Context: an optimization exercise on an open-source flow, tuned for small area and a short achievable clock period. The choices shown serve that exercise and are no tape-out recipe. At most, simulation tests tie the RTL to the original design; equivalence was not proved. No activity file was given, so power comes from the tool's default toggle rates.

==> inputs of build 68 <==
==> flow/design.v <==
package fetch_dispatch_pkg;
    localparam int ROB_DEPTH  = 8;
    localparam int TAG_W      = 3;
    localparam int PC_W       = 7;
    localparam int IMEM_DEPTH = 128;
    localparam int CNT_W      = 4;
    localparam logic [6:0] OP_R    = 7'b0110011;
    localparam logic [6:0] OP_LOAD = 7'b0000011;
    localparam logic [6:0] F7_ADD = 7'b0000000;
    localparam logic [6:0] F7_SUB = 7'b0100000;
    localparam logic [6:0] F7_MUL = 7'b0000001;
endpackage
module fetch_unit
(
    input  logic            clk1,
    input  logic            rst_n,
    input  logic            hold,
    input  logic            imem_we,
    input  logic [fetch_dispatch_pkg::PC_W-1:0] imem_waddr,
    input  logic [31:0]     imem_wdata,
    output logic [fetch_dispatch_pkg::PC_W-1:0] pc,
    output logic [31:0]     inst,
    output logic            r_add,
    output logic            r_mul,
    output logic            r_load
);
    localparam int N = fetch_dispatch_pkg::IMEM_DEPTH;
    logic [N-1:0][31:0] imem;
    logic [N-1:0]       wsel;
    logic [N-1:0]       rsel;
    logic [31:0]        rdata;
    logic [7:0]  pc_lo;
    logic [15:0] pc_hi;
    always_comb begin
        for (int i = 0; i < N; i++) begin
            wsel[i] = imem_we && (imem_waddr == fetch_dispatch_pkg::PC_W'(i));
            rsel[i] = pc_lo[i % 8] && pc_hi[i / 8];
        end
    end
    always_ff @(posedge clk1) begin
        for (int i = 0; i < N; i++) begin
            if (wsel[i]) imem[i] <= imem_wdata;
        end
    end
    always_comb begin
        rdata = '0;
        for (int i = 0; i < N; i++) begin
            rdata = rdata | ({32{rsel[i]}} & imem[i]);
        end
    end
    logic r_op;
    assign r_op   = rdata[6:0] == fetch_dispatch_pkg::OP_R;
    assign r_add  = r_op && (rdata[31:25] == fetch_dispatch_pkg::F7_ADD || rdata[31:25] == fetch_dispatch_pkg::F7_SUB);
    assign r_mul  = r_op && (rdata[31:25] == fetch_dispatch_pkg::F7_MUL);
    assign r_load = rdata[6:0] == fetch_dispatch_pkg::OP_LOAD;
    always_ff @(posedge clk1) begin
        if (!rst_n) begin
            pc    <= '0;
            pc_lo <= 8'd1;
            pc_hi <= 16'd1;
            inst  <= '0;
        end else if (!hold) begin
            inst  <= rdata;
            pc    <= pc + 1'b1;
            pc_lo <= {pc_lo[6:0], pc_lo[7]};
            if (pc_lo[7]) pc_hi <= {pc_hi[14:0], pc_hi[15]};
        end
    end
endmodule
module fetch_dispatch
(
    input  logic              clk1,
    input  logic              rst_n,
    input  logic              imem_we,
    input  logic [fetch_dispatch_pkg::PC_W-1:0]   imem_waddr,
    input  logic [31:0]       imem_wdata,
    input  logic              rs_add_free,
    input  logic              rs_mul_free,
    input  logic              rs_load_free,
    input  logic              rob_commit,
    input  logic [4:0]        rob_commit_dest,
    input  logic [fetch_dispatch_pkg::TAG_W-1:0]  rob_commit_tag,
    output logic [fetch_dispatch_pkg::PC_W-1:0]   pc,
    output logic [31:0]       inst,
    output logic              stall,
    output logic              disp_add_v,
    output logic              disp_mul_v,
    output logic              disp_load_v,
    output logic [6:0]        disp_fun7,
    output logic [2:0]        disp_fun3,
    output logic [4:0]        disp_rd,
    output logic [4:0]        disp_rs1,
    output logic [4:0]        disp_rs2,
    output logic [11:0]       disp_offset,
    output logic [fetch_dispatch_pkg::TAG_W-1:0]  disp_rob_tag,
    output logic              disp_src1_busy,
    output logic [fetch_dispatch_pkg::TAG_W-1:0]  disp_src1_tag,
    output logic              disp_src2_busy,
    output logic [fetch_dispatch_pkg::TAG_W-1:0]  disp_src2_tag
);
    localparam int TW = fetch_dispatch_pkg::TAG_W;
    logic r_add, r_mul, r_load;
    fetch_unit u_fetch (
        .clk1       (clk1),
        .rst_n      (rst_n),
        .hold       (stall),
        .imem_we    (imem_we),
        .imem_waddr (imem_waddr),
        .imem_wdata (imem_wdata),
        .pc         (pc),
        .inst       (inst),
        .r_add      (r_add),
        .r_mul      (r_mul),
        .r_load     (r_load)
    );
    logic [4:0] rs2, rs1, rd;
    assign rs2 = inst[24:20];
    assign rs1 = inst[19:15];
    assign rd  = inst[11:7];
    logic [fetch_dispatch_pkg::CNT_W-1:0] rob_count, rob_count_nx;
    logic [TW-1:0] rob_tail;
    logic          commit_ok;
    logic          issue;
    logic          is_add, is_mul, is_load;
    logic          k_add, k_mul, k_load, k_full;
    assign commit_ok = rob_commit && (rob_count != '0);
    assign issue     = (k_add && rs_add_free) || (k_mul && rs_mul_free) || (k_load && rs_load_free);
    assign stall     = k_full || (k_add && !rs_add_free) || (k_mul && !rs_mul_free) || (k_load && !rs_load_free);
    always_comb begin
        case ({issue, commit_ok})
            2'b10:   rob_count_nx = rob_count + 1'b1;
            2'b01:   rob_count_nx = rob_count - 1'b1;
            default: rob_count_nx = rob_count;
        endcase
    end
    logic n_add, n_mul, n_load, n_room;
    always_comb begin
        if (stall) begin
            n_add  = is_add;
            n_mul  = is_mul;
            n_load = is_load;
        end else begin
            n_add  = r_add;
            n_mul  = r_mul;
            n_load = r_load;
        end
        n_room = !rob_count_nx[3];
    end
    always_ff @(posedge clk1) begin
        if (!rst_n) begin
            rob_tail  <= '0;
            rob_count <= '0;
            is_add    <= 1'b0;
            is_mul    <= 1'b0;
            is_load   <= 1'b0;
            k_add     <= 1'b0;
            k_mul     <= 1'b0;
            k_load    <= 1'b0;
            k_full    <= 1'b0;
        end else begin
            if (issue) begin
                rob_tail <= rob_tail + 1'b1;
            end
            rob_count <= rob_count_nx;
            is_add    <= n_add;
            is_mul    <= n_mul;
            is_load   <= n_load;
            k_add     <= n_add && n_room;
            k_mul     <= n_mul && n_room;
            k_load    <= n_load && n_room;
            k_full    <= (n_add || n_mul || n_load) && !n_room;
        end
    end
    logic [31:1]   busy_q;
    logic [TW-1:0] tag_q [1:31];
    logic [31:0]   busy;
    logic [TW-1:0] tag_tbl [32];
    logic [31:1]   set_r, clr_r;
    always_comb begin
        busy[0]    = 1'b0;
        tag_tbl[0] = '0;
        for (int r = 1; r < 32; r++) begin
            busy[r]    = busy_q[r];
            tag_tbl[r] = tag_q[r];
        end
        for (int r = 1; r < 32; r++) begin
            set_r[r] = issue && (rd == 5'(r));
            clr_r[r] = commit_ok && (rob_commit_dest == 5'(r)) && (tag_tbl[r] == rob_commit_tag);
        end
    end
    always_ff @(posedge clk1) begin
        for (int r = 1; r < 32; r++) begin
            if (!rst_n)        busy_q[r] <= 1'b0;
            else if (set_r[r]) busy_q[r] <= 1'b1;
            else if (clr_r[r]) busy_q[r] <= 1'b0;
        end
    end
    always_ff @(posedge clk1) begin
        for (int r = 1; r < 32; r++) begin
            if (set_r[r]) tag_q[r] <= rob_tail;
        end
    end
    logic [TW-1:0] src1_tag, src2_tag;
    logic          src1_busy, src2_busy;
    always_comb begin
        src1_tag  = tag_tbl[rs1];
        src1_busy = (rs1 != '0) && busy[rs1]
                    && !(commit_ok && rob_commit_dest == rs1 && rob_commit_tag == src1_tag);
        src2_tag  = tag_tbl[rs2];
        src2_busy = (rs2 != '0) && busy[rs2]
                    && !(commit_ok && rob_commit_dest == rs2 && rob_commit_tag == src2_tag);
        if (is_load) begin
            src2_tag  = '0;
            src2_busy = 1'b0;
        end
    end
    always_ff @(posedge clk1) begin
        if (!rst_n) begin
            rob_tail  <= '0;
            rob_count <= '0;
        end else begin
            if (issue) begin
                rob_tail <= rob_tail + 1'b1;
            end
            case ({issue, commit_ok})
                2'b10:   rob_count <= rob_count + 1'b1;
                2'b01:   rob_count <= rob_count - 1'b1;
                default: rob_count <= rob_count;
            endcase
        end
    end
    always_ff @(posedge clk1) begin
        if (!rst_n) begin
            disp_add_v  <= 1'b0;
            disp_mul_v  <= 1'b0;
            disp_load_v <= 1'b0;
        end else begin
            disp_add_v  <= k_add && rs_add_free;
            disp_mul_v  <= k_mul && rs_mul_free;
            disp_load_v <= k_load && rs_load_free;
        end
    end
    always_ff @(posedge clk1) begin
        disp_fun7      <= inst[31:25];
        disp_rs2       <= rs2;
        disp_rs1       <= rs1;
        disp_fun3      <= inst[14:12];
        disp_rd        <= rd;
        disp_rob_tag   <= rob_tail;
        disp_src1_busy <= src1_busy;
        disp_src1_tag  <= src1_tag;
        disp_src2_busy <= src2_busy;
        disp_src2_tag  <= src2_tag;
    end
    assign disp_offset = {disp_fun7, disp_rs2};
endmodule
==> flow/run.sh <==
#!/bin/bash
# synth_recipe.tcl (not shown) runs the flow's synth.tcl, then flattens the netlist and writes it again
# the make line also repeats each setting of config.mk as NAME=value (left out here)
make -C /OpenROAD-flow-scripts/flow DESIGN_CONFIG=/design/flow/config.mk WORK_HOME=/design/flow/orfs CLKGATE_MAP_FILE= SYNTH_SCRIPT=/design/flow/synth_recipe.tcl finish
==> flow/config.mk <==
export PLATFORM = sky130hd
export DESIGN_NAME = fetch_dispatch
export DESIGN_NICKNAME = fetch_dispatch
export VERILOG_FILES = /design/flow/design.v
export SDC_FILE = /design/flow/constraint.sdc
export NUM_CORES = 4
export LEC_CHECK = 0
export CAP_MARGIN = 20
export CORE_MARGIN = 2
export CORE_UTILIZATION = 40
export SLEW_MARGIN = 20
==> flow/constraint.sdc <==
create_clock -name core_clock -period 4.4 [get_ports {clk1}]
set_input_delay 0.8800 -clock core_clock [delete_from_list [all_inputs] [get_ports {clk1}]]
set_output_delay 0.8800 -clock core_clock [all_outputs]
set_load 0.01 [all_outputs]
==> trial 55 (differences from build 68) <==
==> flow/design.v, changed modules only <==
module fetch_unit
(
    input  logic            clk1,
    input  logic            rst_n,
    input  logic            hold,
    input  logic            imem_we,
    input  logic [fetch_dispatch_pkg::PC_W-1:0] imem_waddr,
    input  logic [31:0]     imem_wdata,
    output logic [fetch_dispatch_pkg::PC_W-1:0] pc,
    output logic [31:0]     inst,
    output logic            n_add,
    output logic            n_mul,
    output logic            n_load
);
    localparam int N  = fetch_dispatch_pkg::IMEM_DEPTH;
    localparam int AW = fetch_dispatch_pkg::PC_W;
    logic [N-1:0][31:0] imem;
    logic [N-1:0]       wsel;
    logic [N-1:0]       rsel;
    localparam int Q  = 4;
    localparam int NQ = N / Q;
    logic [Q-1:0][31:0] part;
    logic [Q-1:0][31:0] nxt_q;
    logic [31:0]        nxt;
    logic [AW-1:0]      pc_inc;
    assign pc_inc = pc + 1'b1;
    always_comb begin
        for (int i = 0; i < N; i++) begin
            wsel[i] = imem_we && (imem_waddr == AW'(i));
        end
    end
    always_ff @(posedge clk1) begin
        for (int i = 0; i < N; i++) begin
            if (wsel[i]) imem[i] <= imem_wdata;
        end
    end
    localparam int NL = (NQ + 2) / 3;
    logic [Q-1:0][NL-1:0][31:0] leaf_n;
    for (genvar q = 0; q < Q; q++) begin : g_q
        for (genvar l = 0; l < NL; l++) begin : g_l
            localparam int W0 = q * NQ + 3 * l;
            localparam int NW = (3 * l + 3 <= NQ) ? 3 : NQ - 3 * l;
            for (genvar b = 0; b < 32; b++) begin : g_b
                logic [2:0] s3, d3;
                for (genvar k = 0; k < 3; k++) begin : g_k
                    if (k < NW) begin : g_w
                        assign s3[k] = rsel[W0 + k];
                        assign d3[k] = imem[W0 + k][b];
                    end else begin : g_z
                        assign s3[k] = 1'b0;
                        assign d3[k] = 1'b0;
                    end
                end
                fetch_rd_aoi3 u_aoi (.s(s3), .d(d3), .y_n(leaf_n[q][l][b]));
            end
        end
    end
    always_comb begin
        for (int q = 0; q < Q; q++) begin
            part[q] = '1;
            for (int l = 0; l < NL; l++) part[q] = part[q] & leaf_n[q][l];
            part[q] = ~part[q];
        end
    end
    always_comb begin
        nxt = '0;
        for (int q = 0; q < Q; q++) nxt = nxt | nxt_q[q];
    end
    logic op_r;
    assign op_r   = nxt[6:0] == fetch_dispatch_pkg::OP_R;
    assign n_add  = op_r && (nxt[31:25] == fetch_dispatch_pkg::F7_ADD || nxt[31:25] == fetch_dispatch_pkg::F7_SUB);
    assign n_mul  = op_r && (nxt[31:25] == fetch_dispatch_pkg::F7_MUL);
    assign n_load = nxt[6:0] == fetch_dispatch_pkg::OP_LOAD;
    logic byp_pc, byp_inc;
    assign byp_pc  = imem_we && imem_waddr == pc;
    assign byp_inc = imem_we && imem_waddr == pc_inc;
    always_ff @(posedge clk1) begin
        if (!rst_n) begin
            nxt_q[0] <= wsel[0] ? imem_wdata : imem[0];
            for (int q = 1; q < Q; q++) nxt_q[q] <= '0;
        end else if ((!hold && byp_inc) || (hold && byp_pc)) begin
            nxt_q[0] <= imem_wdata;
            for (int q = 1; q < Q; q++) nxt_q[q] <= '0;
        end else if (!hold) begin
            nxt_q <= part;
        end
    end
    always_ff @(posedge clk1) begin
        if (!rst_n) begin
            pc    <= '0;
            rsel  <= N'(2);
            inst  <= '0;
        end else if (!hold) begin
            inst  <= nxt;
            pc    <= pc_inc;
            rsel  <= {rsel[N-2:0], rsel[N-1]};
        end
    end
endmodule
module fetch_rd_aoi3
(
    input  logic [2:0] s,
    input  logic [2:0] d,
    output logic       y_n
);
    assign y_n = !((s[0] && d[0]) || (s[1] && d[1]) || (s[2] && d[2]));
endmodule
module fetch_dispatch
(
    input  logic              clk1,
    input  logic              rst_n,
    input  logic              imem_we,
    input  logic [fetch_dispatch_pkg::PC_W-1:0]   imem_waddr,
    input  logic [31:0]       imem_wdata,
    input  logic              rs_add_free,
    input  logic              rs_mul_free,
    input  logic              rs_load_free,
    input  logic              rob_commit,
    input  logic [4:0]        rob_commit_dest,
    input  logic [fetch_dispatch_pkg::TAG_W-1:0]  rob_commit_tag,
    output logic [fetch_dispatch_pkg::PC_W-1:0]   pc,
    output logic [31:0]       inst,
    output logic              stall,
    output logic              disp_add_v,
    output logic              disp_mul_v,
    output logic              disp_load_v,
    output logic [6:0]        disp_fun7,
    output logic [2:0]        disp_fun3,
    output logic [4:0]        disp_rd,
    output logic [4:0]        disp_rs1,
    output logic [4:0]        disp_rs2,
    output logic [11:0]       disp_offset,
    output logic [fetch_dispatch_pkg::TAG_W-1:0]  disp_rob_tag,
    output logic              disp_src1_busy,
    output logic [fetch_dispatch_pkg::TAG_W-1:0]  disp_src1_tag,
    output logic              disp_src2_busy,
    output logic [fetch_dispatch_pkg::TAG_W-1:0]  disp_src2_tag
);
    localparam int TW = fetch_dispatch_pkg::TAG_W;
    logic f_add, f_mul, f_load;
    fetch_unit u_fetch (
        .clk1       (clk1),
        .rst_n      (rst_n),
        .hold       (hold),
        .imem_we    (imem_we),
        .imem_waddr (imem_waddr),
        .imem_wdata (imem_wdata),
        .pc         (pc),
        .inst       (inst),
        .n_add      (f_add),
        .n_mul      (f_mul),
        .n_load     (f_load)
    );
    logic [4:0] rs2, rs1, rd;
    assign rs2 = inst[24:20];
    assign rs1 = inst[19:15];
    assign rd  = inst[11:7];
    logic [fetch_dispatch_pkg::CNT_W-1:0] rob_count, rob_count_nx;
    logic [TW-1:0] rob_tail;
    logic          commit_ok;
    logic          issue;
    logic          is_add, is_mul, is_load;
    logic          k_add, k_mul, k_load, k_full;
    logic          room;
    logic          hold;
    assign room      = !rob_count[3];
    assign commit_ok = rob_commit && (rob_count != '0);
    assign issue     = room && ((is_add && rs_add_free) || (is_mul && rs_mul_free) || (is_load && rs_load_free));
    assign hold      = (is_add || is_mul || is_load) && !issue;
    assign stall     = k_full || (k_add && !rs_add_free) || (k_mul && !rs_mul_free) || (k_load && !rs_load_free);
    always_comb begin
        case ({issue, commit_ok})
            2'b10:   rob_count_nx = rob_count + 1'b1;
            2'b01:   rob_count_nx = rob_count - 1'b1;
            default: rob_count_nx = rob_count;
        endcase
    end
    logic n_add, n_mul, n_load, n_room;
    always_comb begin
        if (hold) begin
            n_add  = is_add;
            n_mul  = is_mul;
            n_load = is_load;
        end else begin
            n_add  = f_add;
            n_mul  = f_mul;
            n_load = f_load;
        end
        n_room = !rob_count_nx[3];
    end
    always_ff @(posedge clk1) begin
        if (!rst_n) begin
            rob_tail  <= '0;
            rob_count <= '0;
            is_add    <= 1'b0;
            is_mul    <= 1'b0;
            is_load   <= 1'b0;
            k_add     <= 1'b0;
            k_mul     <= 1'b0;
            k_load    <= 1'b0;
            k_full    <= 1'b0;
        end else begin
            if (issue) begin
                rob_tail <= rob_tail + 1'b1;
            end
            rob_count <= rob_count_nx;
            is_add    <= n_add;
            is_mul    <= n_mul;
            is_load   <= n_load;
            k_add     <= n_add && n_room;
            k_mul     <= n_mul && n_room;
            k_load    <= n_load && n_room;
            k_full    <= (n_add || n_mul || n_load) && !n_room;
        end
    end
    logic [31:1]   busy_q;
    logic [TW-1:0] tag_q [1:31];
    logic [31:0]   busy;
    logic [TW-1:0] tag_tbl [32];
    logic [31:1]   set_r, clr_r;
    always_comb begin
        busy[0]    = 1'b0;
        tag_tbl[0] = '0;
        for (int r = 1; r < 32; r++) begin
            busy[r]    = busy_q[r];
            tag_tbl[r] = tag_q[r];
        end
        for (int r = 1; r < 32; r++) begin
            set_r[r] = issue && (rd == 5'(r));
            clr_r[r] = commit_ok && (rob_commit_dest == 5'(r)) && (tag_tbl[r] == rob_commit_tag);
        end
    end
    always_ff @(posedge clk1) begin
        for (int r = 1; r < 32; r++) begin
            if (!rst_n)        busy_q[r] <= 1'b0;
            else if (set_r[r]) busy_q[r] <= 1'b1;
            else if (clr_r[r]) busy_q[r] <= 1'b0;
        end
    end
    always_ff @(posedge clk1) begin
        for (int r = 1; r < 32; r++) begin
            if (set_r[r]) tag_q[r] <= rob_tail;
        end
    end
    logic [TW-1:0] src1_tag, src2_tag;
    logic          src1_busy, src2_busy;
    always_comb begin
        src1_tag  = tag_tbl[rs1];
        src1_busy = (rs1 != '0) && busy[rs1]
                    && !(commit_ok && rob_commit_dest == rs1 && rob_commit_tag == src1_tag);
        src2_tag  = tag_tbl[rs2];
        src2_busy = (rs2 != '0) && busy[rs2]
                    && !(commit_ok && rob_commit_dest == rs2 && rob_commit_tag == src2_tag);
        if (is_load) begin
            src2_tag  = '0;
            src2_busy = 1'b0;
        end
    end
    always_ff @(posedge clk1) begin
        if (!rst_n) begin
            disp_add_v  <= 1'b0;
            disp_mul_v  <= 1'b0;
            disp_load_v <= 1'b0;
        end else begin
            disp_add_v  <= k_add && rs_add_free;
            disp_mul_v  <= k_mul && rs_mul_free;
            disp_load_v <= k_load && rs_load_free;
        end
    end
    always_ff @(posedge clk1) begin
        disp_fun7      <= inst[31:25];
        disp_rs2       <= rs2;
        disp_rs1       <= rs1;
        disp_fun3      <= inst[14:12];
        disp_rd        <= rd;
        disp_rob_tag   <= rob_tail;
        disp_src1_busy <= src1_busy;
        disp_src1_tag  <= src1_tag;
        disp_src2_busy <= src2_busy;
        disp_src2_tag  <= src2_tag;
    end
    assign disp_offset = {disp_fun7, disp_rs2};
endmodule
==> flow/flow/run.sh (new file) <==
#!/bin/bash
# The standard ORFS layout (standard.sh, standard synthesis unchanged) with these
# changes to how the layout is made:
#  - MATCH_CELL_FOOTPRINT=0: the platform sets 1, which lets timing repair swap a
#    cell only for one of the same width, so it can hardly upsize anything;
#  - the port buffers that buffer_ports inserts are buf_4 instead of the platform's
#    default pick, a slow delay cell (clkdlybuf4s50_1);
#  - the floorplan step's timing repair (before placement, on wire-load estimates)
#    runs with no setup margin; the repairs after CTS and global routing use
#    config.mk's SETUP_SLACK_MARGIN.
# Each make run's whole output goes to its own log here; ORFS keeps each step's log
# under orfs/logs.
set -euo pipefail
V=(MATCH_CELL_FOOTPRINT=0 "BUFFER_PORTS_ARGS=-buffer_cell sky130_fd_sc_hd__buf_4")
bash standard.sh "${V[@]}" SETUP_SLACK_MARGIN=0 synth floorplan > flow_make_floorplan.log 2>&1
bash standard.sh "${V[@]}" finish > flow_make_finish.log 2>&1
==> flow/standard.sh (new file) <==
#!/bin/bash
# synth_recipe.tcl (not shown) runs the flow's synth.tcl, then flattens the netlist and writes it again
# the make line also repeats each setting of config.mk as NAME=value (left out here)
make -C /OpenROAD-flow-scripts/flow DESIGN_CONFIG=/design/flow/config.mk WORK_HOME=/design/flow/orfs CLKGATE_MAP_FILE= SYNTH_SCRIPT=/design/flow/synth_recipe.tcl "${@:-finish}"
- CORE_UTILIZATION: 40 -> 45
- CTS_CLUSTER_DIAMETER: default -> 120
- CTS_CLUSTER_SIZE: default -> 25
- SETUP_SLACK_MARGIN: default -> 1.9
- SYNTH_HIERARCHICAL: default -> 1
- SYNTH_MINIMUM_KEEP_SIZE: default -> 0
removed: flow/run.sh
==> comparison <==
Build 68 completed, yet does not pass: antenna rules, setup timing. Trial 55 completed without violations.
Between build 68 and trial 55, the lower routed wire length is in trial 55 (gap about 55%, measured against trial 55).
Between trial 55 and build 68, the lower die area is in trial 55 (gap 9.7%, measured against build 68).
Against build 68, the sequential share of layout area of trial 55 is higher by 4.0 points.
Core utilization: build 68 is lower than trial 55 (3.9 points).
Combinational power: build 68 is smaller than trial 55 (37%).
In trial 55 the worst setup slack is better than in build 68, by 1.7 ns.
Critical path depth: trial 55 is lower than build 68 (6).
==> figures <==
| metric | build 68 | trial 55 |
|---|---|---|
| Run status | finished with violations | complete, no violations |
| Reasons for failing layout checks | antenna rules, setup timing | - |
| Setup TNS Final | -0.0851 ns | 0 ns |
| Final-layout clock buffer total | 536 | 372 |
| Pre-CTS setup slack | 0.120 ns | 0.698 ns |
| Sink of the worst hold path | busy_q[26] | disp_load_v |
| Final weighted congestion in routability-driven placement | 0.991 | 0.911 |
| Detailed-routing wirelength on met1 | 247000 um | 198000 um |
| Worst slew pin tran | 1.36 ns | 1.17 ns |
| Synthesized flop and latch total | 4336 | 4568 |
| Global routing usage on met3 | 21.2% | 5.55% |
| Floorplan core area | 396000 um^2 | 358000 um^2 |
| Power Dens Cells | 447 nW/um^2 | 398 nW/um^2 |
| Number of filler cells placed in the layout | 32703 | 28373 |
| Placed cell count | 14532 | 13571 |
| Total power | 84.2 mW | 73.4 mW |
| Met1 capacity usage during global routing | 45.6% | 38.3% |
Function not checked in build 68: the RTL went through the layout flow alone.

[separate check: timing with driven ports]
The results above use ideal ports. As a check the final layouts listed here were re-extracted and re-timed, cells and wires unchanged.
Step 1, drivers: a clkbuf_16 drives clk1 and a buf_2 each remaining input, both assumed.
Step 2 also shifts input and output timing later by t, the mid clock arrival at the registers, as if the neighbouring blocks saw the same clock.
a / b / c = ideal / step 1 / step 2; a / b = the first two.
run | t, ns | slack for setup (ns) | hold slack, ns | worst setup path at the end | latest minus earliest clock arrival (ns)
build 68 | 1.148 | -0.053 / -0.053 / -0.053 | 0.200 / 0.099 / 0.381 | register to register | 0.150 / 0.151
trial 55 | 1.055 | 1.680 / 1.667 / 0.714 | 0.214 / 0.135 / 0.376 | input to register | 0.067 / 0.067
The setup slack of trial 55, which loses most, moves by -0.013 ns with the drivers and by -0.966 ns with both steps.
